Background: an optimization exercise with open tools, aiming at a short achievable clock period and few clock cycles. Do not read the settings as production practice.
The RTL was checked by simulation tests, not by an equivalence proof against the original design.
Power is estimated from default activity; no workload was simulated.

## flow/design.v (module list and top-level ports; edited modules follow where they fit)
// module MulStage0: 686 lines
// module MulStage1: 318 lines
// module MipsCore: 558 lines
// module Add3: 11 lines
module MipsCore (
    input  logic        clk,
    input  logic        arstN,
    input  logic [31:0] instr,
    input  logic [31:0] dmemRData,
    output logic [31:0] pc,
    output logic [31:0] dmemAddr,
    output logic [31:0] dmemWData,
    output logic [3:0]  dmemByteEn,
    output logic        dmemWe,
    output logic        dmemRe
);
  // ...
==> flow/flow/run.sh <==
#!/bin/bash
# Standard synthesis, then the standard layout steps with:
#  - a larger setup margin for ORFS's timing repair, so it optimises toward
#    a ~6 ns period (the SDC - clock period, IO delays - is the standard flow's, unchanged);
#  - the IO port buffers made as buf_4 cells instead of the delay cell
#    buffer_ports picks by default (every port still gets its buffer);
#  - repair allowed to resize cells to other footprints of the same function
#    (MATCH_CELL_FOOTPRINT=0), e.g. a flip-flop to a stronger drive.
set -uo pipefail
MARGIN=${MARGIN:-16}
bash standard.sh synth > synth.log 2>&1 || { tail -50 synth.log; exit 1; }
bash standard.sh finish SETUP_SLACK_MARGIN=$MARGIN MATCH_CELL_FOOTPRINT=${MCF:-0} \
  "BUFFER_PORTS_ARGS=-buffer_cell sky130_fd_sc_hd__buf_4" > layout.log 2>&1 || { tail -50 layout.log; exit 1; }
==> flow/standard.sh <==
#!/bin/bash
# synth_recipe.tcl (not shown) runs the flow's synth.tcl, then flattens the netlist and writes it again
# the make line also repeats each setting of config.mk as NAME=value (left out here)
make -C /OpenROAD-flow-scripts/flow DESIGN_CONFIG=/design/flow/config.mk WORK_HOME=/design/flow/orfs CLKGATE_MAP_FILE= SYNTH_SCRIPT=/design/flow/synth_recipe.tcl "${@:-finish}"
==> flow/config.mk <==
export PLATFORM = sky130hd
export DESIGN_NAME = MipsCore
export DESIGN_NICKNAME = MipsCore
export VERILOG_FILES = /design/flow/design.v
export SDC_FILE = /design/flow/constraint.sdc
export NUM_CORES = 4
export LEC_CHECK = 0
export ABC_CLOCK_PERIOD_IN_PS = 5000
export CAP_MARGIN = 30
export CELL_PAD_IN_SITES_DETAIL_PLACEMENT = 1
export CELL_PAD_IN_SITES_GLOBAL_PLACEMENT = 2
export CORE_MARGIN = 2
export CORE_UTILIZATION = 55
export SETUP_SLACK_MARGIN = 5
export SLEW_MARGIN = 30
==> flow/constraint.sdc <==
create_clock -name core_clock -period 22.0 [get_ports {clk}]
set_input_delay 4.4000 -clock core_clock [delete_from_list [all_inputs] [get_ports {clk}]]
set_output_delay 4.4000 -clock core_clock [all_outputs]
set_load 0.01 [all_outputs]
==> impl_results.md, run 1 <==
* Status: timing/DRC/antenna clean
* Endpoint, Worst Hold: uPc[15]
* Critical path depth at 13
* Clock network power at 6.77 mW
* Vias at between 150k and 200k
* Clock Path Buffers at 4
* P_leak at ~78 nW
* Filler cells at about 33000
* Combinational power at around 7.2 mW
* Total gr overflow at 0
* RR Startpoint: uIdx[2]
* R2r endpoint: pht[72][0]
* Pin count of the biggest net entering global routing at 112
* Final Wtd Congestion at between 1 and 1.5
* CTS tree: yes
* Fraction of registers with async set/reset at 3.08%
* Clk network pwr share at 30.4%
* CP Cell Sequence: buf_4 -> mux4_2 -> nor2b_1 -> nor3_2 -> buf_4 -> nor4_4 -> buf_4 -> a22oi_1 -> a41oi_1 -> o21ai_0 -> and4_2 -> maj3_4 -> nor3_1
* H-Tree Depth at 5
* Fmax at 156 MHz
* Die height at between 500 and 600 um
* Critical path buffers and inverters at 3
* Worst Setup SP: uIdx[2]
* Worst EP required at 22.64 ns
* Final design utilization at 62.0%
* Non-clock buffers at 774
* Initial core utilization at 55.3%
* Register bank with the most flops: rf
* Share of cells above drive strength 1 at 19.9%
* Pre-CTS setup slack at about 13 ns
* Min cycle time layout at 6.40 ns
* Ys Warns at 7
* CP Capture Point: pht[72][0]
* Synth Area in Compound Gates at 8.42%
* Synth top area cells: edfxtp_1, mux4_2, dfxtp_1, fa_1, ha_1
* Most Frequent Cell on Critical Path: buf_4
* Multi-input comb cells at ~9400
* Count of different cell masters after synthesis at approximately 100
* Setup TNS at 0 ns
* Hold-fix buffers, CTS at 0
* Maxcap violations at 0
* Commonest non-fill, non-tap cells in the layout: edfxtp_1, nor2_1, mux4_2
Testbench counts, summed over its fixed seeds: cycles 179,595.
==> inputs of run 2 (changes only) <==
==> flow/flow/run.sh (replaced) <==
#!/bin/bash
# Standard synthesis, then the standard layout steps with:
#  - a larger setup margin for ORFS's timing repair, so it optimises toward
#    a ~6 ns period (the SDC - clock period, IO delays - is the standard flow's, unchanged);
#  - the IO port buffers made as buf_4 cells instead of the delay cell
#    buffer_ports picks by default (every port still gets its buffer);


set -uo pipefail
MARGIN=${MARGIN:-16}
bash standard.sh synth > synth.log 2>&1 || { tail -50 synth.log; exit 1; }
bash standard.sh finish SETUP_SLACK_MARGIN=$MARGIN MATCH_CELL_FOOTPRINT=${MCF:-1} \
  "BUFFER_PORTS_ARGS=-buffer_cell sky130_fd_sc_hd__buf_4" > layout.log 2>&1 || { tail -50 layout.log; exit 1; }
==> run 2 against run 1 <==
Against the previous run:
- still clean on timing, DRC and antenna
- synthesized cell count unchanged
- global-route usage is 1.6 points lower
- first-iteration DRC count decreased by 5.7%
- register-to-register slack improved by 0.32 ns
- final area shrank 0.48%
- combinational power shrank 1%
- largest power group unchanged
==> impl_results.md, run 2 <==
* Vias at 148000 (-2.0%)
* CTS Sinks at 3504
* Root Driver: clkbuf_16
* Final Wtd Congestion at 1.06 (+1.2%)
* Final hold viol count at 0
* Core ar. at 0.349 mm2
* P per Cell Area at about 100 mW/mm2
* DRC viols at 0
* Commonest non-fill, non-tap cell in the layout: edfxtp_1
* Fraction of the mapped netlist area in adder cells at about a tenth
* Clock Path Buffers at 4 (unchanged)
* Status: timing/DRC/antenna clean
* Pre-Repair DR Iteration Count at 6
* Setup crit end kind: flip-flop
* Die ar. at about 0.36 mm2
* First-pass GRT wire length at 1200000 um
* Cell count after synthesis at ~15000
* Post-DRT Antenna Nets at 0
* DR WL/cell at 44.6 um
* Commonest non-fill, non-tap cells in the layout: edfxtp_1, nor2_1, mux4_2
* CTS tree: yes
* Synth Cell Area at 0.193 mm2
* Critical Path Fanout Max at 35
* Share of cells above drive strength 1 at 19.6% (-0.35 points)
* Net Switching at between 8 and 9 mW
* Worst EP required at 22.91 ns (+0.27 ns)
* Post-synthesis register bit count at 3504
* Die Width at 597 um
* Sequential power share at 37.4%
* Clk latency of the worst-skew pair at ~1.0 ns
* Vias per cell at about 7.5
* Relative slew margins at 21.2%
* Largest register FFs at slightly above 1000
* P_leak at 77.8 nW (-0.50%)
* Synth Area in Compound Gates at 8.42% (unchanged)
* Initial DRC Count at 24900
* Synth Flop Type: edfxtp_1
* Row Count at around 220
* Seq/Total Area, Yosys at about 50%
* Worst r2r path cells at 15
* Final WL at just under 900000 um
* Dpl cells at 19000
* Clk network pwr share at 30.1% (-0.3 points)
* Period utilization at 27.6%
* Proportion of synthesized area in mux cells at about 16%
* RSZ-0062 raised after global routing: yes
* Post-synth EDFFs at 2763
* Pin count of the biggest net entering global routing at 150 (+34%)
* Setup violations, final at 0
* Grt met1 use at approximately 62%
* Least-Margin Pin Slew at 1.17 ns
* Logic pwr share at 32.5%
* Setup TNS at 0 ns (unchanged)
* CTS Buf Count at 368
* Initial antenna violation count at 73
* Worst-path clk slew at ~0.07 ns
* Synth cell count leaders: edfxtp_1, nor2_1, mux4_2
* Depth of the worst hold-timing path at 0
* Yosys top cell area share at 43.0%
* Final cell count without fillers at 19800
* Peak supply drop at 0.163 mV
* Die height at 597 um (unchanged)
* Synth top area cells: edfxtp_1, mux4_2, dfxtp_1, fa_1, ha_1
* Setup crit start kind: flip-flop
* Tot Pwr at ~22 mW
* Register bank with the most flops: rf
* Top Ports at 168
* Skew final at between 0.1 and 0.15 ns
* Initial core utilization at 55.3% (unchanged)
* Ys Warns at 7 (unchanged)
* Fmax at 164 MHz (+5.2%)
* Internal power at 13.6 mW
* H-Tree Depth at 5 (unchanged)
* Total gr overflow at 0 (unchanged)
* Hpwl dp at between 500000 and 600000 um
* Fraction of registers with async set/reset at 3.08% (unchanged)
* Post-synth top area cell: edfxtp_1
* Worst hold path class: flip-flop to flip-flop
* Mean Syn Cell Area at 13.1 um2
* M2 GR Usage at slightly above 70%
* Switching share of power at between 30% and 40%
* Vias in the first global route at ~150k
* Count of different cell masters after synthesis at 104 (unchanged)
* Crit path kind: flip-flop to flip-flop
* Largest family of logic cells by synthesized area: multiplexers
* Maxcap violations at 0 (unchanged)
* Global-route usage over all layers at between 40% and 50%
* Worst Path Arrival at ~7.0 ns
* Most Crowded Layer GR: met2
* Min cycle time layout at 6.08 ns (-0.319 ns)
* Area Overhead vs Synth at 11.7%
* Synth Area in Simple Gates at 7.79%
* Count leader, synth: edfxtp_1
* Post-Synth XOR/XNOR Area at ~3.9%
* Fin. max-slew vios at 0
* Net count, final at 16000
* GR Util met3 at 14.9%
* Port Buf Inserts at ~170
[run 2: path summary, 6_finish.rpt]
| kind | slack (ns) | startpoint | end |
|---|---|---|---|
| max in group asynchronous | 17.18 | arstN | rstQ |
| max reg2reg | 15.92 | pcF[21] | pcOut[25] |
| min reg2reg | 0.30 | pcE[28] | uPc[28] |
| min | 0.30 | pcE[28] | uPc[28] |
| min in group asynchronous | 3.48 | arstN | pcF[1] |
| max | 15.92 | pcF[21] | pcOut[25] |
[run 2: area by class of cell]
cell class	count	area [um2]
fill	32800	134000
sequential	3504	98500
multi-input combinational	9432	90000
clock buffer	473	9910
timing repair buffer	723	6180
tap	4599	5750
inverter	796	3000
clock inverter	198	2270
antenna	34	85.1
[run 2: logic make-up after synthesis]
logic type                 Yosys count
muxes                             1622
adders and majority gates         1135
AOI/OAI and AO/OA                 2475
buffers and inverters             1756
xor gates and xnor gates           843
and+or+nand+nor                   3349
DFF                               3504
other                                2
[run 2: per-layer routing]
metal	vias to the layer above	wire length, um
li1	55400	-
met1	75400	298000
met2	13800	379000
met3	3681	124000
met4	62	79800
met5	-	424
[run 2: power groups by stage]
stage / Sequential [mW] / Combinational [mW] / Clock (mW)
5_1_grt: 8.24 / 7.26 / 6.77
3_3_place_gp: 8.31 / 6.29 / 0
3_5_place_dp: 8.34 / 6.44 / 0
6_report: 8.23 / 7.13 / 6.61
2_1_floorplan: 8.11 / 3.81 / 0
4_1_cts: 8.20 / 6.68 / 6.56
[run 2: what timing repair did]
item                       in CTS  in global routing
setup endpoints to repair     985                744
pin swaps                       8                 11
hold buffers                    0                  0
setup buffers                  23                 23
gates resized for setup       137                103
gates cloned                    7                  1
[run 2: through the flow]
step                      util [%]  cell area [um2]  hold WS [ns]  worst slack, ns
after global routing          61.7           216000         0.306            15.93
after global placement        57.6           201000         0.310            14.48
final                         61.7           216000         0.298            15.92
after detailed placement      57.7           202000         0.314            14.32
after CTS                     61.5           215000         0.309            15.96
after floorplan                  -           193000         0.310            14.31
[run 2: critical path, stage by stage (launching register included)]
cell and delay, ns:
dfrtp_1 0.38, buf_4 0.26, xnor2_1 0.41, nand4_1 0.35, nor4_2 0.82, and4b_1 0.37
buf_4 0.52, a22o_1 0.33, o32a_1 0.17, buf_4 0.48, nor2_1 0.20, a311oi_1 0.66
a21oi_1 0.15, mux2_2 0.33, o221ai_1 0.34, and2_1 0.20
==> module MipsCore, before the edit <==
module MipsCore (
    input  logic        clk,
    input  logic        arstN,
    input  logic [31:0] instr,
    input  logic [31:0] dmemRData,
    output logic [31:0] pc,
    output logic [31:0] dmemAddr,
    output logic [31:0] dmemWData,
    output logic [3:0]  dmemByteEn,
    output logic        dmemWe,
    output logic        dmemRe
);
    localparam int NB  = 8;
    localparam int NBW = 3;
    localparam int MROWS = 6;
    localparam int HW  = 7;
    localparam int NR  = 8;
    localparam int NRW = 3;
    logic [31:0] pcF;
    logic        vD;
    logic [31:0] irD, pcD, pc4D;
    logic        ptD;            
    logic [31:0] pnD;            
    logic        hitD;
    logic [NBW-1:0] hitIdxD;
    logic        vE;
    logic [31:0] aE, bE;
    logic        fwdAE, fwdBE;
    logic        opAddE, opSubE, opAndE, opOrE, opXorE, opSltE, opSllE, opSrlE, opMulE;
    logic        opFusE, fusAE;   
    logic [4:0]  shE;
    logic        wrE;            
    logic [4:0]  dstE;
    logic        isCondE, isJrE, isJE;
    logic [2:0]  condE;          
    logic        ptE;
    logic [31:0] pnE, pc4E, btE, pcE;
    logic        hitE, isRetE;
    logic [NBW-1:0] hitIdxE;
    logic        reE, weE;
    logic [31:0] addrE, wdataE;
    logic [3:0]  beE;
    logic        ldE;
    logic [1:0]  lselE;
    logic [1:0]  lwidE;          
    logic [MROWS*32-1:0] mrowsE;
    logic        wEnW;
    logic [4:0]  wDstW;
    logic [31:0] wValW;          
    logic        mulW;           
    logic [31:0] rf [32];
    logic [31:0] rfV;
    logic        btbV   [NB];
    logic [31:0] btbTag [NB];
    logic [31:0] btbTgt [NB];
    logic        btbP   [NB];    
    logic        btbRet [NB];    
    logic [HW-1:0] btbH [NB];    
    logic [NBW-1:0] rrPtr;
    logic [31:0] ftI [NB];
    logic [31:0] tgI [NB];
    logic        ftV [NB];
    logic        tgV [NB];
    logic [1:0]  pht [1<<HW];
    logic        rstQ;           
    logic [31:0] ras  [NR];
    logic        rasV [NR];
    logic [NRW-1:0] rasPtr;
    logic [NB-1:0]  hitVec;
    logic           hitF;
    logic [NBW-1:0] hitIdxF;
    logic [31:0]    tgtF;
    logic           pF, retF;
    logic [31:0]    pc4F, npF, rasTop;
    logic           ptF, rasTopV;
    always_comb begin
        hitIdxF = '0;
        tgtF    = '0;
        pF      = 1'b0;
        retF    = 1'b0;
        for (int i = 0; i < NB; i++) begin
            hitVec[i] = btbV[i] && (btbTag[i] == pcF);
            if (hitVec[i]) begin
                hitIdxF = hitIdxF | NBW'(i);
                tgtF    = tgtF | btbTgt[i];
                pF      = pF | btbP[i];
                retF    = retF | btbRet[i];
            end
        end
        hitF    = |hitVec;
        ptF     = hitF && pF;
        rasTop  = ras[rasPtr];
        rasTopV = rasV[rasPtr];
        pc4F    = pcF + 32'd4;
        if (!ptF)                  npF = pc4F;
        else if (retF && rasTopV)  npF = rasTop;
        else                       npF = tgtF;
    end
    assign pc = pcOut;
    logic [5:0]  op, fn;
    logic [4:0]  rs, rt, rd, sh;
    logic [15:0] imm;
    assign op  = irD[31:26];
    assign rs  = irD[25:21];
    assign rt  = irD[20:16];
    assign rd  = irD[15:11];
    assign sh  = irD[10:6];
    assign fn  = irD[5:0];
    assign imm = irD[15:0];
    logic isSp, isSll, isSrl, isJr, isAddu, isSubu, isAnd, isOr, isXor, isSlt, isMul;
    logic isBltz, isBgez, isJ, isJal, isBeq, isBne, isBlez, isBgtz;
    logic isAddi, isSlti, isOri, isXori, isLb, isLh, isLw, isSb, isSh, isSw;
    logic isLoad, isStore, isCond, isJump, isRAlu;
    logic wrD;
    logic [4:0] dstD;
    logic useRsE, useRtE;
    always_comb begin
        isSp   = (op == 6'h00);
        isSll  = isSp && (fn == 6'h00);
        isSrl  = isSp && (fn == 6'h02);
        isJr   = isSp && (fn == 6'h08);
        isAddu = isSp && (fn == 6'h21);
        isSubu = isSp && (fn == 6'h23);
        isAnd  = isSp && (fn == 6'h24);
        isOr   = isSp && (fn == 6'h25);
        isXor  = isSp && (fn == 6'h26);
        isSlt  = isSp && (fn == 6'h2A);
        isMul  = (op == 6'h1C) && (fn == 6'h02);
        isBltz = (op == 6'h01) && (rt == 5'd0);
        isBgez = (op == 6'h01) && (rt == 5'd1);
        isJ    = (op == 6'h02);
        isJal  = (op == 6'h03);
        isBeq  = (op == 6'h04);
        isBne  = (op == 6'h05);
        isBlez = (op == 6'h06);
        isBgtz = (op == 6'h07);
        isAddi = (op == 6'h08);
        isSlti = (op == 6'h0A);
        isOri  = (op == 6'h0D);
        isXori = (op == 6'h0E);
        isLb   = (op == 6'h20);
        isLh   = (op == 6'h21);
        isLw   = (op == 6'h23);
        isSb   = (op == 6'h28);
        isSh   = (op == 6'h29);
        isSw   = (op == 6'h2B);
        isLoad  = isLb || isLh || isLw;
        isStore = isSb || isSh || isSw;
        isCond  = isBltz || isBgez || isBeq || isBne || isBlez || isBgtz;
        isJump  = isJ || isJal;
        isRAlu  = isAddu || isSubu || isAnd || isOr || isXor || isSlt;
        if (isRAlu || isSll || isSrl || isMul) dstD = rd;
        else if (isJal)                         dstD = 5'd31;
        else                                    dstD = rt;
        wrD = (isRAlu || isSll || isSrl || isMul || isJal || isAddi || isSlti ||
               isOri || isXori || isLoad) && (dstD != 5'd0);
        useRsE = isRAlu || isMul || isJr || isCond || isAddi || isSlti || isOri || isXori;
        useRtE = isRAlu || isSll || isSrl || isMul || isBeq || isBne;
    end
    logic        lt;
    logic [31:0] A, B, valE;
    logic [31:0] rsD, rtD;
    always_comb begin
        rsD = rfV[rs] ? rf[rs] : 32'd0;
        rtD = rfV[rt] ? rf[rt] : 32'd0;
        if (wEnW && wDstW == rs) rsD = wValW;
        if (wEnW && wDstW == rt) rtD = wValW;
    end
    logic eWr;
    logic hazD;
    assign eWr  = vE && wrE;
    logic baseFwd;
    assign baseFwd = eWr && opAddE && (dstE == rs);
    logic usesRs, usesRt, fusable, hazMul;
    assign usesRs  = !(isJ || isJal || isSll || isSrl);
    assign usesRt  = isRAlu || isSll || isSrl || isMul || isBeq || isBne || isStore;
    assign fusable = eWr && opMulE &&
                     ((isAddu && ((rs == dstE) != (rt == dstE))) || (isAddi && (rs == dstE)));
    assign hazMul  = (eWr && opMulE && !fusable &&
                      ((usesRs && rs == dstE) || (usesRt && rt == dstE))) ||
                     (wEnW && mulW && ((usesRs && rs == wDstW) || (usesRt && rt == wDstW)));
    assign hazD = vD && ((eWr && (((isLoad || isStore) && (dstE == rs) && !opAddE) ||
                                  (isStore && ldE && (dstE == rt)))) || hazMul);
    logic sdFwd;
    assign sdFwd = eWr && !ldE && (dstE == rt);
    logic [31:0] immS, immZ, addrD;
    logic [3:0]  beD;
    logic [31:0] wdataD;
    assign immS  = {{16{imm[15]}}, imm};
    assign immZ  = {16'd0, imm};
    logic [31:0] agu00, agu10, agu01, agu11, aguFwd;
    Add3 uAgu00 (.x(aE),    .y(bE),    .z(immS), .s(agu00));
    Add3 uAgu10 (.x(wValW), .y(bE),    .z(immS), .s(agu10));
    Add3 uAgu01 (.x(aE),    .y(wValW), .z(immS), .s(agu01));
    Add3 uAgu11 (.x(wValW), .y(wValW), .z(immS), .s(agu11));
    always_comb begin
        case ({fwdAE, fwdBE})
            2'b00:   aguFwd = agu00;
            2'b10:   aguFwd = agu10;
            2'b01:   aguFwd = agu01;
            default: aguFwd = agu11;
        endcase
    end
    assign addrD = baseFwd ? aguFwd : (rsD + immS);
    always_comb begin
        if (isSb) begin
            beD    = 4'b1000 >> addrD[1:0];
            wdataD = {4{rtD[7:0]}};
        end else if (isSh) begin
            beD    = addrD[1] ? 4'b0011 : 4'b1100;
            wdataD = {2{rtD[15:0]}};
        end else begin
            beD    = 4'b1111;
            wdataD = rtD;
        end
    end
    logic [31:0] btD, jtD;
    assign btD = pc4D + {immS[29:0], 2'b00};
    assign jtD = {pc4D[31:28], irD[25:0], 2'b00};
    logic fuseD, fuseTk;
    assign fuseD  = (isBeq || isBne) && (rt == 5'd0) && (rs != 5'd0) &&
                    eWr && opSltE && (dstE == rs);
    assign fuseTk = isBne ? lt : !lt;
    logic redirD;
    logic [31:0] tgtD;
    assign redirD = vD && ((isJump && !ptD) || (!isJump && !isCond && !isJr && ptD) ||
                           (fuseD && (fuseTk != ptD)));
    always_comb begin
        if (isJump)      tgtD = jtD;
        else if (isCond) tgtD = fuseTk ? btD : pc4D;
        else             tgtD = pc4D;
    end
    logic [31:0] pc8D, bt4D, bI;
    logic        ownD, useB;
    assign pc8D = pc4D + 32'd4;
    assign bt4D = pc8D + {immS[29:0], 2'b00};
    assign ownD = hitD && btbV[hitIdxD] && (btbTag[hitIdxD] == pcD);
    assign bI   = fuseTk ? tgI[hitIdxD] : ftI[hitIdxD];
    assign useB = vD && !hazD && fuseD && (fuseTk != ptD) && ownD &&
                  (fuseTk ? tgV[hitIdxD] : ftV[hitIdxD]);
    assign A = fwdAE ? wValW : aE;
    assign B = fwdBE ? wValW : bE;
    logic [31:0] sum, diff, resE, shl, shr;
    logic [31:0] prodW, fusE;
    logic [MROWS*32-1:0] mrowsD;
    MulStage0 uMul0 (.a(A), .b(B), .rows(mrowsD));
    MulStage1 uMulW (.rows(mrowsE), .x(32'd0), .p(prodW));
    MulStage1 uMulF (.rows(mrowsE), .x(fusAE ? aE : bE), .p(fusE));
    assign sum  = A + B;
    assign diff = A - B;
    logic eq00, eq10, eq01, lt00, lt10, lt01, zA, zW, neA, neW;
    assign eq00 = (aE == bE);
    assign eq10 = (wValW == bE);
    assign eq01 = (aE == wValW);
    assign lt00 = ($signed(aE) < $signed(bE));
    assign lt10 = ($signed(wValW) < $signed(bE));
    assign lt01 = ($signed(aE) < $signed(wValW));
    assign zA   = (aE == 32'd0);
    assign zW   = (wValW == 32'd0);
    assign neA  = (aE != pnE);
    assign neW  = (wValW != pnE);
    always_comb begin
        case ({fwdAE, fwdBE})
            2'b00:   lt = lt00;
            2'b10:   lt = lt10;
            2'b01:   lt = lt01;
            default: lt = 1'b0;
        endcase
    end
    assign shl  = B << shE;
    assign shr  = B >> shE;
    always_comb begin
        resE = '0;
        if (opAddE) resE = resE | sum;
        if (opSubE) resE = resE | diff;
        if (opAndE) resE = resE | (A & B);
        if (opOrE)  resE = resE | (A | B);
        if (opXorE) resE = resE | (A ^ B);
        if (opSltE) resE = resE | {31'd0, lt};
        if (opSllE) resE = resE | shl;
        if (opSrlE) resE = resE | shr;
        if (opFusE) resE = resE | fusE;
    end
    logic eq, zero, takenE, mispE;
    logic [31:0] redirE;
    always_comb begin
        case ({fwdAE, fwdBE})
            2'b00:   eq = eq00;
            2'b10:   eq = eq10;
            2'b01:   eq = eq01;
            default: eq = 1'b1;
        endcase
        zero = fwdAE ? zW : zA;
        case (condE)
            3'd0:    takenE = eq;
            3'd1:    takenE = !eq;
            3'd2:    takenE = A[31] || zero;
            3'd3:    takenE = !A[31] && !zero;
            3'd4:    takenE = A[31];
            default: takenE = !A[31];
        endcase
        mispE  = vE && ((isCondE && (takenE != ptE)) || (isJrE && (fwdAE ? neW : neA)));
        redirE = isCondE ? (takenE ? btE : pc4E) : A;
    end
    logic [31:0] ldValE;
    assign valE = ldE ? ldValE : resE;
    always_comb begin
        logic [7:0]  lb;
        logic [15:0] lh;
        case (lselE)
            2'd0:    lb = dmemRData[31:24];
            2'd1:    lb = dmemRData[23:16];
            2'd2:    lb = dmemRData[15:8];
            default: lb = dmemRData[7:0];
        endcase
        lh = lselE[1] ? dmemRData[15:0] : dmemRData[31:16];
        if (lwidE == 2'd0)      ldValE = dmemRData;
        else if (lwidE == 2'd1) ldValE = {{16{lh[15]}}, lh};
        else                    ldValE = {{24{lb[7]}}, lb};
    end
    logic advD;      
    assign advD = !mispE && !hazD;
    logic [31:0] pcNext;
    always_comb begin
        if (mispE)                 pcNext = redirE;
        else if (hazD)             pcNext = pcF;
        else if (useB)             pcNext = fuseTk ? bt4D : pc8D;
        else if (redirD)           pcNext = tgtD;
        else                       pcNext = npF;
    end
    always_ff @(posedge clk or negedge arstN) begin
        if (!arstN) begin
            pcF <= 32'd0;
            vD  <= 1'b0;
        end else begin
            pcF <= pcNext;
            if (mispE)                     vD <= 1'b0;
            else if (hazD)                 vD <= vD;
            else                           vD <= !redirD || useB;
        end
    end
    logic [31:0] pcOut;
    always_ff @(posedge clk) begin
        pcOut <= arstN ? pcNext : 32'd0;
    end
    always_ff @(posedge clk) begin
        if (useB) begin
            irD     <= bI;
            pcD     <= fuseTk ? btD : pc4D;
            pc4D    <= fuseTk ? bt4D : pc8D;
            ptD     <= 1'b0;
            pnD     <= fuseTk ? bt4D : pc8D;
            hitD    <= 1'b0;
            hitIdxD <= hitIdxF;
        end else if (!hazD) begin
            irD     <= instr;
            pcD     <= pcF;
            pc4D    <= pc4F;
            ptD     <= ptF;
            pnD     <= npF;
            hitD    <= hitF;
            hitIdxD <= hitIdxF;
        end
    end
    always_ff @(posedge clk or negedge arstN) begin
        if (!arstN) begin
            vE   <= 1'b0;
            weE  <= 1'b0;
        end else begin
            weE  <= vD && advD && isStore;
            vE   <= vD && advD;
        end
    end
    always_ff @(posedge clk) begin
        reE <= vD && advD && isLoad;
    end
    always_ff @(posedge clk) begin
        mrowsE  <= mrowsD;
        aE      <= isJal ? pc4D : rsD;
        if (isAddi || isSlti)     bE <= immS;
        else if (isOri || isXori) bE <= immZ;
        else if (isJal)           bE <= 32'd0;
        else                      bE <= rtD;
        fwdAE   <= useRsE && eWr && (dstE == rs) && !fusable;
        fwdBE   <= useRtE && eWr && (dstE == rt) && !fusable;
        shE     <= sh;
        if (isBeq)       condE <= 3'd0;
        else if (isBne)  condE <= 3'd1;
        else if (isBlez) condE <= 3'd2;
        else if (isBgtz) condE <= 3'd3;
        else if (isBltz) condE <= 3'd4;
        else             condE <= 3'd5;
        ptE     <= fuseD ? fuseTk : ptD;
        pnE     <= redirD ? tgtD : pnD;
        pc4E    <= pc4D;
        btE     <= isJump ? jtD : btD;
        pcE     <= pcD;
        hitE    <= hitD;
        hitIdxE <= hitIdxD;
        addrE   <= {addrD[31:2], 2'b00};
        if (!sdFwd)     wdataE <= wdataD;
        else if (isSb)  wdataE <= {4{resE[7:0]}};
        else if (isSh)  wdataE <= {2{resE[15:0]}};
        else            wdataE <= resE;
        beE     <= beD;
        lselE   <= addrD[1:0];
        lwidE   <= isLw ? 2'd0 : (isLh ? 2'd1 : 2'd2);
    end
    always_ff @(posedge clk) begin
        begin
            opAddE  <= (isAddu || isAddi || isJal) && !fusable;
            opSubE  <= isSubu;
            opAndE  <= isAnd;
            opOrE   <= isOr || isOri;
            opXorE  <= isXor || isXori;
            opSltE  <= isSlt || isSlti;
            opSllE  <= isSll;
            opSrlE  <= isSrl;
            opMulE  <= isMul;
            opFusE  <= fusable;
            fusAE   <= isAddu && (rt == dstE);
            wrE     <= wrD;
            dstE    <= dstD;
            isCondE <= isCond;
            isJrE   <= isJr;
            isRetE  <= isJr && (rs == 5'd31);
            isJE    <= isJump;
            ldE     <= isLoad;
        end
    end
    assign dmemAddr   = addrE;
    assign dmemWData  = wdataE;
    assign dmemByteEn = beE;
    assign dmemWe     = weE;
    assign dmemRe     = reE;
    always_ff @(posedge clk or negedge arstN) begin
        if (!arstN) begin
            wEnW <= 1'b0;
        end else begin
            wEnW <= vE && wrE;
        end
    end
    always_ff @(posedge clk) begin
        wDstW <= dstE;
        wValW <= valE;
        mulW  <= opMulE;
    end
    always_ff @(posedge clk) begin
        if (wEnW) rf[wDstW] <= mulW ? prodW : wValW;
    end
    always_ff @(posedge clk or negedge arstN) begin
        if (!arstN) begin
            rfV <= '0;
        end else if (wEnW) begin
            rfV[wDstW] <= 1'b1;
        end
    end
    logic           uV, uHit, uTk, uCond, uRet;
    logic [NBW-1:0] uIdx;
    logic [31:0]    uPc, uTgt;
    always_ff @(posedge clk or negedge arstN) begin
        if (!arstN) uV <= 1'b0;
        else        uV <= vE && (isCondE || isJrE || isJE) && (hitE || isJE || isJrE || takenE);
    end
    always_ff @(posedge clk) begin
        uHit  <= hitE;
        uIdx  <= hitIdxE;
        uTk   <= isJE || isJrE || (isCondE && takenE);
        uCond <= isCondE;
        uRet  <= isRetE;
        uPc   <= pcE;
        uTgt  <= isJrE ? A : btE;
    end
    logic [NBW-1:0] wIdx;
    logic [HW-1:0]  hOld, hNew, pIdx, pIdx2;
    logic [1:0]     cOld, cNew;
    logic           pNew;
    always_comb begin
        wIdx  = uHit ? uIdx : rrPtr;
        hOld  = uHit ? btbH[uIdx] : '0;
        hNew  = {hOld[HW-2:0], uTk};
        pIdx  = hOld ^ uPc[HW+1:2];
        pIdx2 = hNew ^ uPc[HW+1:2];
        cOld  = pht[pIdx];
        if (uTk) cNew = (cOld == 2'd3) ? 2'd3 : cOld + 2'd1;
        else     cNew = (cOld == 2'd0) ? 2'd0 : cOld - 2'd1;
        if (!uCond)              pNew = 1'b1;
        else if (pIdx2 == pIdx)  pNew = cNew[1];
        else                     pNew = pht[pIdx2][1];
    end
    always_ff @(posedge clk or negedge arstN) begin
        if (!arstN) begin
            for (int i = 0; i < NB; i++) btbV[i] <= 1'b0;
            rrPtr <= '0;
        end else if (uV) begin
            btbV[wIdx] <= 1'b1;
            if (!uHit) rrPtr <= rrPtr + 1'b1;
        end
    end
    always_ff @(posedge clk) begin
        if (uV) begin
            btbTag[wIdx] <= uPc;
            if (uTk) btbTgt[wIdx] <= uTgt;
            btbP[wIdx]   <= pNew;
            btbRet[wIdx] <= uRet;
            btbH[wIdx]   <= hNew;
        end
    end
    logic btClr, fillD;
    assign btClr = uV && (!uHit || (btbTag[uIdx] != uPc));
    assign fillD = vD && isCond && ownD;
    always_ff @(posedge clk or negedge arstN) begin
        if (!arstN) begin
            for (int i = 0; i < NB; i++) begin
                ftV[i] <= 1'b0;
                tgV[i] <= 1'b0;
            end
        end else begin
            if (fillD && pcF == pc4D) ftV[hitIdxD] <= 1'b1;
            if (fillD && pcF == btD)  tgV[hitIdxD] <= 1'b1;
            if (btClr) begin
                ftV[wIdx] <= 1'b0;
                tgV[wIdx] <= 1'b0;
            end
        end
    end
    always_ff @(posedge clk) begin
        if (fillD && pcF == pc4D) ftI[hitIdxD] <= instr;
        if (fillD && pcF == btD)  tgI[hitIdxD] <= instr;
    end
    always_ff @(posedge clk or negedge arstN) begin
        if (!arstN) rstQ <= 1'b0;
        else        rstQ <= 1'b1;
    end
    always_ff @(posedge clk) begin
        if (!rstQ) begin
            for (int i = 0; i < (1 << HW); i++) pht[i] <= 2'd2;
        end else if (uV && uCond) begin
            pht[pIdx] <= cNew;
        end
    end
    always_ff @(posedge clk or negedge arstN) begin
        if (!arstN) begin
            rasPtr <= '0;
            for (int i = 0; i < NR; i++) rasV[i] <= 1'b0;
        end else if (vD && advD) begin
            if (isJal) begin
                rasPtr <= rasPtr + 1'b1;
                rasV[rasPtr + 1'b1] <= 1'b1;
            end else if (isJr && rs == 5'd31) begin
                rasPtr <= rasPtr - 1'b1;
            end
        end
    end
    always_ff @(posedge clk) begin
        if (isJal) ras[rasPtr + 1'b1] <= pc4D;
    end
endmodule
==> inputs of run 3 (changes only) <==
--- a/flow/design.v
+++ b/flow/design.v
@@ -1585,12 +1585,26 @@
         hNew  = {hOld[HW-2:0], uTk};
         pIdx  = hOld ^ uPc[HW+1:2];
         pIdx2 = hNew ^ uPc[HW+1:2];
-        cOld  = pht[pIdx];
-        if (uTk) cNew = (cOld == 2'd3) ? 2'd3 : cOld + 2'd1;
-        else     cNew = (cOld == 2'd0) ? 2'd0 : cOld - 2'd1;
-        if (!uCond)              pNew = 1'b1;
-        else if (pIdx2 == pIdx)  pNew = cNew[1];
-        else                     pNew = pht[pIdx2][1];
+    end
+    logic           u2V, u2Tk;
+    logic [NBW-1:0] u2Idx;
+    logic [HW-1:0]  u2PIdx, u2PIdx2;
+    always_ff @(posedge clk or negedge arstN) begin
+        if (!arstN) u2V <= 1'b0;
+        else        u2V <= uV && uCond;
+    end
+    always_ff @(posedge clk) begin
+        u2Tk    <= uTk;
+        u2Idx   <= wIdx;
+        u2PIdx  <= pIdx;
+        u2PIdx2 <= pIdx2;
+    end
+    always_comb begin
+        cOld = pht[u2PIdx];
+        if (u2Tk) cNew = (cOld == 2'd3) ? 2'd3 : cOld + 2'd1;
+        else      cNew = (cOld == 2'd0) ? 2'd0 : cOld - 2'd1;
+        if (u2PIdx2 == u2PIdx) pNew = cNew[1];
+        else                   pNew = pht[u2PIdx2][1];
     end
     always_ff @(posedge clk or negedge arstN) begin
         if (!arstN) begin
@@ -1605,10 +1619,11 @@
         if (uV) begin
             btbTag[wIdx] <= uPc;
             if (uTk) btbTgt[wIdx] <= uTgt;
-            btbP[wIdx]   <= pNew;
+            btbP[wIdx]   <= !uCond || uTk;
             btbRet[wIdx] <= uRet;
             btbH[wIdx]   <= hNew;
         end
+        if (u2V && !(uV && wIdx == u2Idx)) btbP[u2Idx] <= pNew;
     end
     logic btClr, fillD;
     assign btClr = uV && (!uHit || (btbTag[uIdx] != uPc));
@@ -1639,8 +1654,8 @@
     always_ff @(posedge clk) begin
         if (!rstQ) begin
             for (int i = 0; i < (1 << HW); i++) pht[i] <= 2'd2;
-        end else if (uV && uCond) begin
-            pht[pIdx] <= cNew;
+        end else if (u2V) begin
+            pht[u2PIdx] <= cNew;
         end
     end
     always_ff @(posedge clk or negedge arstN) begin
--- a/flow/config.mk
+++ b/flow/config.mk
@@ -10,6 +10,6 @@
 export CELL_PAD_IN_SITES_DETAIL_PLACEMENT = 1
 export CELL_PAD_IN_SITES_GLOBAL_PLACEMENT = 2
 export CORE_MARGIN = 2
-export CORE_UTILIZATION = 55
+export CORE_UTILIZATION = 48
 export SETUP_SLACK_MARGIN = 5
 export SLEW_MARGIN = 30
==> run 3 against run 2 <==
Against the previous run:
- final cell count increased by 4.6%
- critical path depth decreased by 1
- worst setup slack improved by 0.062 ns
- maximum frequency grew 1.0%
- die area is 15% higher
- non-clock buffer count increased by 19
- register-to-register slack improved by 0.06 ns
- sequential share of layout area shrank 0.25 points
- synthesized area increased by 0.21%
- sequential cell count rose by 19
- critical path type unchanged
- largest cell class unchanged
==> impl_results.md, run 3 <==
* CP Cell Sequence: buf_6 -> mux2i_4 -> buf_4 -> clkinv_1 -> ha_1 -> or3_1 -> o221ai_2 -> o211ai_1 -> a2111oi_2 -> o21ai_0 -> nor2b_1 -> a21oi_1 -> or4b_2 -> a22o_1
* Cell count after synthesis at 14800 (+0.97%)
* Hpwl dp at 559000 um (-0.47%)
* Clock Path Buffers at 4 (unchanged)
* First-pass GRT wire length at 1130000 um (-6.3%)
* Register bank with the most flops: rf
* Ys Warns at 7 (unchanged)
* Root Driver: clkbuf_16
* Reg area at 0.0990 mm2 (+0.50%)
* Worst-path clk slew at 0.07 ns (about the same)
* Initial antenna violation count at 49 (-33%)
* Post-synth top area cell: edfxtp_1
* CTS Buf Count at 380 (+3.3%)
* Synth Cell Area at 0.194 mm2 (+0.21%)
* Period utilization at 27.4% (-0.28 points)
* Port Buf Inserts at 165 (unchanged)
* Critical Path Slowest Stage Cell: or4b_2
* Worst hold start: hitIdxE[2]
* Mean Syn Cell Area at 13.0 um2 (-0.76%)
* Setup violations, final at 0 (unchanged)
* Fmax at 166 MHz (+1.0%)
* Seq/Total Area, Yosys at 51.0% (+0.092 points)
* DR WL/cell at 39.3 um (-12%)
* Pin count of the biggest net entering global routing at 108 (-28%)
* Skew final at 0.0743 ns (-0.0362 ns)
* Crit path kind: flip-flop to flip-flop
* Filler cells at 39200 (+20%)
* Worst r2r path cells at 14 (-1)
* Setup crit start kind: flip-flop
* Die ar. at 0.408 mm2 (+15%)
* Net count, final at 16200 (+1.2%)
* Die Width at 639 um (+7.1%)
* WHS at 0.297 ns (-0.000341 ns)
* Clk latency of the worst-skew pair at 0.99 ns (-0.05 ns)
* Count leader, synth: edfxtp_1
* RSZ-0062 raised after global routing: yes
* Final Wtd Congestion at 0.999 (-5.4%)
* DRC viols at 0 (unchanged)
* Status: timing/DRC/antenna clean
* Hold-fix buffers, CTS at 0 (unchanged)
* RR Startpoint: fwdBE
* Placed cell area at 0.203 mm2 (+0.82%)
* Post-synth EDFFs at 2763 (unchanged)
* Maxcap violations at 0 (unchanged)
* Row Count at 233 (+7.4%)
* Vias per cell at 6.74 (-10%)
* Commonest non-fill, non-tap cells in the layout: edfxtp_1, nor2_1, nand2_1
* Commonest non-fill, non-tap cell in the layout: edfxtp_1
* Global-route usage over all layers at 39.3% (-9.4 points)
* Pre-CTS setup slack at 14.41 ns (+0.0870 ns)
* Final WL at 812000 um (-7.8%)
* Setup TNS at 0 ns (unchanged)
* P_leak at 78.2 nW (+0.53%)
* Area Overhead vs Synth at 12.7%
* Post-synthesis register bit count at 3523 (+0.54%)
* CTS tree: yes
* Fin. max-slew vios at 0 (unchanged)
* H-Tree Depth at 5 (unchanged)
* Worst EP required at 22.83 ns (-0.08 ns)
* Critical Path Fanout Max at 25 (-29%)
* P per Cell Area at 105 mW/mm2 (+2.7%)
* Relative slew margins at 22.9% (+1.7 points)
* Largest stage delay, worst path at 0.69 ns (-0.13 ns)
* Final hold viol count at 0 (unchanged)
* Min cycle time layout at 6.02 ns (-0.0618 ns)
* Initial core utilization at 48.1% (-7.1 points)
* Core ar. at 0.402 mm2 (+15%)
* Depth of the worst hold-timing path at 0 (unchanged)
* Multi-input logic area at 0.0903 mm2 (+0.37%)
* Worst Setup SP: fwdBE
* Vias at 139000 (-6.2%)
* Synth Flop Type: edfxtp_1
* Top Ports at 168 (unchanged)
* Total gr overflow at 0 (unchanged)
* Share of cells above drive strength 1 at 19.9% (+0.32 points)
* Worst hold path class: flip-flop to flip-flop
* Endpoint, Worst Hold: uIdx[2]
* Pre-Repair DR Iteration Count at 6 (unchanged)
* FF-to-FF setup slack at 15.98 ns (+0.06 ns)
* Fraction of registers with async set/reset at 3.09% (+0.012 points)
* Setup crit end kind: flip-flop
* Post-DRT Antenna Nets at 0 (unchanged)
* Count of different cell masters after synthesis at 111 (+6.7%)
* Die height at 639 um (+7.1%)
* Final instance area at 0.218 mm2 (+1.1%)
* Synth top area cells: edfxtp_1, mux4_2, dfxtp_1, fa_1, ha_1
* Initial DRC Count at 17700 (-29%)
* Dpl cells at 19900 (+4.6%)
* Peak supply drop at 0.125 mV (-23%)
* Largest register FFs at 1024 (unchanged)
* Worst Path Arrival at 6.85 ns (-0.14 ns)
* Synth cell count leaders: edfxtp_1, nor2_1, nand2_1
* R2r endpoint: wdataE[16]
* Least-Margin Pin Slew at 1.15 ns (-0.0242 ns)
* Vias in the first global route at 142000 (-4.5%)
* Final cell count without fillers at 20700 (+4.6%)
* CTS Sinks at 3523 (+0.54%)
* Setup WS post-layout at 15.98 ns (+0.0618 ns)
* Yosys top cell area share at 42.9% (-0.090 points)
run 3: cell types whose count changed after synthesis, moves of 30 or more:
cell	delta
mux2i_1	-43
nand2_1	+187
nor3_1	-119
inv_1	-47
a221oi_1	+30
nand3_1	+140
buf_2	+43
o31ai_1	-31
o21ai_0	-77
nor2_1	+87
a21o_1	-41
run 3: per-layer routing:
metal | vias to the layer above | global-route usage (%) | wire length (um)
met5 | - | 0 | 147
met4 | 20 | 20.1 | 49500
met3 | 1777 | 8.21 | 81100
met2 | 8074 | 59.3 | 361000
met1 | 73500 | 54.0 | 321000
li1 | 55800 | - | -
run 3: cell families (layout without fill, tap and decap cells):
group	after synthesis	in the layout	share of synthesized area, %
simple gates	3705	3707	8.57
xor+xnor	844	844	3.84
flops	3523	3523	51.0
buf+inv	1694	2200	3.42
fa+ha+maj	1135	1135	9.62
mux	1569	1570	15.5
compound gates	2357	2357	7.99
other cells	2	42	0.00388
run 3: critical path, delay by kind of cell (launching register included):
| kind | cells | cell delay [ns] |
|---|---|---|
| compound gates | 6 | 1.65 |
| fa+ha+maj | 1 | 0.50 |
| buf+inv | 3 | 1.49 |
| flops | 1 | 0.50 |
| mux | 1 | 0.31 |
| simple gates | 3 | 1.34 |
run 3: power by group:
part	internal, mW	switching, mW
registers	7.87	0.721
logic	2.46	5.14
clock network	3.77	2.84
run 3: how the worst max path moves through the flow:
stage / cells after the start / to / slack, ns
after floorplan: 13 / tgI[0][0] / 15.11
after global placement: 15 / pcOut[28] / 14.24
after detailed placement: 16 / pcOut[28] / 14.41
after CTS: 1 / pc[19] / 15.99
after global routing: 14 / wdataE[16] / 15.86
final: 14 / wdataE[16] / 15.98
run 3: cell type report:
class,instances,area share (%)
Antenna cell,39,0.0448
Inverter,752,1.31
Timing Repair Buffer,742,2.94
Clock inverter,208,1.06
Tap cell,5287,3.03
Multi-Input combinational cell,9616,41.4
Sequential cell,3523,45.4
Clock buffer,498,4.75
run 3: what timing repair did:
item,CTS,global route
gates resized for setup,223,110
pin swaps,13,23
buffers inserted,24,19
endpoints found under the setup margin,1102,562
cloned,5,7
run 3: through the flow:
stage	utilization, %	power [mW]
2_1_floorplan	-	12.5
3_3_place_gp	50.5	15.7
3_5_place_dp	50.6	15.9
4_1_cts	54.0	22.5
5_1_grt	54.2	23.4
6_report	54.2	22.8
Testbench counts of run 3, summed over its fixed seeds: cycles 179,595.
==> inputs of run 4 (changes only) <==
--- a/flow/config.mk
+++ b/flow/config.mk
@@ -10,6 +10,6 @@
 export CELL_PAD_IN_SITES_DETAIL_PLACEMENT = 1
 export CELL_PAD_IN_SITES_GLOBAL_PLACEMENT = 2
 export CORE_MARGIN = 2
-export CORE_UTILIZATION = 48
+export CORE_UTILIZATION = 42
 export SETUP_SLACK_MARGIN = 5
 export SLEW_MARGIN = 30
==> run 4 against run 3 <==
Against the previous run:
- critical endpoint is now pnE[27]
- critical path depth is the same
- final area grew 1.1%
- sequential share of layout area shrank 0.50 points
- still clean
- synthesized area is the same
- maximum frequency shrank 1.4%
- clock power grew 3.2%
- non-clock buffer count grew 25
- sequential cell count is the same
- highest routed layer unchanged
==> impl_results.md, run 4 <==
* Dpl cells at 20700 (+4.4%)
* Post-Synth XOR/XNOR Area at 3.84% (unchanged)
* Post-synth EDFFs at 2763 (unchanged)
* Worst EP required at 22.68 ns (-0.15 ns)
* Synth Cell Area at 0.194 mm2 (unchanged)
* FF-to-FF setup slack at 15.89 ns (-0.09 ns)
* Least-Margin Pin Slew at 1.16 ns (+0.0117 ns)
* Initial core utilization at 42.1% (-6.0 points)
* Commonest non-fill, non-tap cells in the layout: edfxtp_1, nor2_1, nand2_1
* Multi-input logic area at 0.0906 mm2 (+0.33%)
* Endpoint, Worst Hold: uIdx[1]
* Core ar. at 0.459 mm2 (+14%)
* DRC viols at 0 (unchanged)
* Setup TNS at 0 ns (unchanged)
* Worst-path clk slew at 0.06 ns (about the same)
* Final WL at 838000 um (+3.1%)
* Worst hold path class: flip-flop to flip-flop
* Net Switching at 8.79 mW (+1.1%)
* Worst r2r path cells at 14 (unchanged)
* Proportion of synthesized area in mux cells at 15.5% (unchanged)
* Fin. max-slew vios at 0 (unchanged)
* Mean Syn Cell Area at 13.0 um2 (unchanged)
* Synth cell count leaders: edfxtp_1, nor2_1, nand2_1
* Pre-Repair DR Iteration Count at 6 (unchanged)
* Logic pwr share at 33.3% (about the same)
* First-pass GRT wire length at 1150000 um (+2.2%)
* Critical Path Slowest Stage Cell: dfxtp_1
* Setup crit end kind: flip-flop
* Vias per cell at 6.34 (-5.9%)
* CTS Sinks at 3523 (unchanged)
* Pin count of the biggest net entering global routing at 89 (-18%)
* Fraction of registers with async set/reset at 3.09% (unchanged)
* Count of different cell masters after synthesis at 111 (unchanged)
* Synth Area in Simple Gates at 8.57% (unchanged)
* Clock Path Buffers at 4 (unchanged)
* Tot Pwr at 23.1 mW (+1.1%)
* Largest family of logic cells by synthesized area: multiplexers
* Relative slew margins at 22.3% (-0.59 points)
* Post-synth top area cell: edfxtp_1
* H-Tree Depth at 5 (unchanged)
* Final cell count without fillers at 21600 (+4.4%)
* Register bank with the most flops: rf
* Status: timing/DRC/antenna clean
* Skew final at 0.0720 ns (-0.00230 ns)
* Vias in the first global route at 141000 (-1.3%)
* R2r endpoint: pnE[27]
* Final hold viol count at 0 (unchanged)
* CP Cell Sequence: inv_1 -> ha_1 -> nand4_1 -> or2_0 -> or3_1 -> a31oi_1 -> or3_1 -> and2_1 -> a21oi_1 -> buf_4 -> nor2_2 -> o21ai_0 -> a21oi_1 -> o21ai_0
* CTS tree: yes
* Root Driver: clkbuf_16
* Crit path kind: flip-flop to flip-flop
* Synth Flop Type: edfxtp_1
* RSZ-0062 raised after global routing: yes
* Clk latency of the worst-skew pair at 1.02 ns (+0.03 ns)
* Filler cells at 45900 (+17%)
* Maxcap violations at 0 (unchanged)
* Setup violations, final at 0 (unchanged)
* Ys Warns at 7 (unchanged)
* Synth Area in Compound Gates at 7.99% (unchanged)
* Seq/Total Area, Yosys at 51.0% (unchanged)
* Net count, final at 16300 (+0.27%)
* Clk network pwr share at 29.6% (+0.6 points)
* Port Buf Inserts at 165 (unchanged)
* Global-route usage over all layers at 35.5% (-3.8 points)
* Hpwl dp at 578000 um (+3.4%)
* Total gr overflow at 0 (unchanged)
* Reg area at 0.0990 mm2 (about the same)
* Commonest non-fill, non-tap cell in the layout: edfxtp_1
* DR WL/cell at 38.8 um (-1.2%)
* Fmax at 164 MHz (-1.4%)
* P_leak at 78.8 nW (+0.75%)
* Min cycle time layout at 6.11 ns (+0.0882 ns)
* Die height at 683 um (+6.9%)
* Count leader, synth: edfxtp_1
* Initial antenna violation count at 74 (+51%)
* Cell count after synthesis at 14800 (unchanged)
* Die Width at 683 um (+6.9%)
* CTS Buf Count at 395 (+3.9%)
* Fraction of the mapped netlist area in adder cells at 9.62% (unchanged)
* P per Cell Area at 105 mW/mm2 (about the same)
* Worst hold start: hitIdxE[1]
* Depth of the worst hold-timing path at 0 (unchanged)
* Die ar. at 0.466 mm2 (+14%)
* Top Ports at 168 (unchanged)
* Final Wtd Congestion at 0.977 (-2.3%)
* Largest stage delay, worst path at 0.63 ns (-0.06 ns)
* Yosys top cell area share at 42.9% (unchanged)
* Worst Path Arrival at 6.78 ns (-0.07 ns)
* Synth top area cells: edfxtp_1, mux4_2, dfxtp_1, fa_1, ha_1
* Period utilization at 27.8% (+0.40 points)
* Vias at 137000 (-1.7%)
* Sequential power share at 37.2% (-0.5 points)
* Share of cells above drive strength 1 at 20.2% (+0.29 points)
* Switching share of power at 38.1% (about the same)
* Post-synthesis register bit count at 3523 (unchanged)
* Area Overhead vs Synth at 13.9%
* Setup crit start kind: flip-flop
* Row Count at 249 (+6.9%)
* Initial DRC Count at 15600 (-12%)
* RR Startpoint: bE[27]
* Critical Path Fanout Max at 11 (-56%)
* Post-DRT Antenna Nets at 0 (unchanged)
* Peak supply drop at 0.102 mV (-18%)
* Internal power at 14.3 mW (+1.1%)
* Largest register FFs at 1024 (unchanged)
[run 4: cell counts after synthesis]
Identical to the previous run, type by type.
[run 4: cell families after synthesis]
group | count (synthesis)
AND/OR/NAND/NOR | 3705
buffers and inverters | 1694
AO/OA/AOI/OAI | 2357
other | 2
multiplexers | 1569
XOR/XNOR | 844
flip-flops | 3523
adder cells (fa/ha/maj) | 1135
[run 4: through the flow]
stage / util [%] / hold slack [ns] / area [um2] / setup slack, ns
finish: 48.0 / 0.287 / 220000 / 15.89
global route: 48.0 / 0.296 / 220000 / 15.92
detailed placement: 44.5 / 0.313 / 205000 / 14.23
floorplan: - / 0.310 / 194000 / 15.11
global placement: 44.5 / 0.309 / 204000 / 14.19
CTS: 47.8 / 0.284 / 219000 / 15.88
[run 4: layout make-up]
cell class	count	area share [%]
Sequential cell	3523	44.9
Multi-Input combinational cell	9619	41.1
Clock buffer	510	4.89
Tap cell	6149	3.49
Timing Repair Buffer	767	3.14
Inverter	752	1.29
Clock inverter	218	1.10
Antenna cell	38	0.0432
[run 4: power by group through the flow]
stage	sequential [mW]	clock (mW)	combinational, mW
after floorplan	8.31	0	4.21
after global placement	8.66	0	7.19
after detailed placement	8.69	0	7.28
after CTS	8.56	6.91	7.42
after global routing	8.61	7.14	8.01
final	8.57	6.82	7.67
[run 4: critical path, delay by kind of cell (launching register included)]
family / cells / cell delay (ns)
and+or+nand+nor: 6 / 2.39
AOI/OAI and AO/OA: 5 / 1.91
DFF: 1 / 0.63
buffers and inverters: 2 / 0.45
adders and majority gates: 1 / 0.37
[run 4: worst max path at each step]
| stage | startpoint | endpoint | slack [ns] | depth (start not counted) |
|---|---|---|---|---|
| 3_3_place_gp | fwdBE | wdataE[31] | 14.19 | 19 |
| 3_5_place_dp | fwdBE | wdataE[31] | 14.23 | 19 |
| 6_report | bE[27] | pnE[27] | 15.89 | 14 |
| 2_1_floorplan | irD[15] | tgI[0][0] | 15.11 | 13 |
| 4_1_cts | mrowsE[36] | rf[7][31] | 15.88 | 23 |
| 5_1_grt | mrowsE[68] | wdataE[30] | 15.92 | 21 |
[run 4: metal layers]
metal	up-vias	global-route usage [%]	part of all wire [%]
met1	73400	50.1	42
met3	1280	5.54	7.7
li1	56000	-	-
met4	36	15.1	5.0
met2	6128	54.6	45
met5	-	0	0.027
[run 4: repair_timing]
| action | in CTS | in global routing |
|---|---|---|
| endpoints found under the setup margin | 1230 | 689 |
| hold buffers | 0 | 0 |
| buffers inserted | 35 | 23 |
| gates resized for setup | 252 | 110 |
| cloned | 13 | 5 |
| pin swaps | 24 | 34 |

## port drivers added, routing unchanged
In the flow no input, the clock included, has a driving cell. The finished layouts below were timed again as built, in two steps.
Step 1, drivers: a clkbuf_16 drives clk and a buf_2 each remaining input, both assumed.
Step 2 adds t to the input delays and takes it off the output delays; t is the mean of the earliest and latest rising clock arrival at the registers after step 1. Input paths then give back, and output paths get back, about the clock's delay inside the block.
Three values: ideal, step 1, step 2; two values: the first two.
| run | t, ns | setup slack, ns | worst data-port slew with drivers (ns) | cell pins on the clock port's net |
|---|---|---|---|---|
| run 1 | 1.104 | 15.601 / 15.601 / 15.299 | 0.26 | 1 |
| run 2 | 1.111 | 15.920 / 15.874 / 15.259 | 0.24 | 1 |
| run 3 | 1.091 | 15.981 / 15.913 / 15.527 | 0.15 | 1 |
| run 4 | 1.112 | 15.893 / 15.893 / 15.514 | 0.14 | 1 |
After both steps setup and hold are still met in every run listed. The setup slack of run 2, which loses most, moves by -0.046 ns with the drivers and by -0.661 ns with both steps.
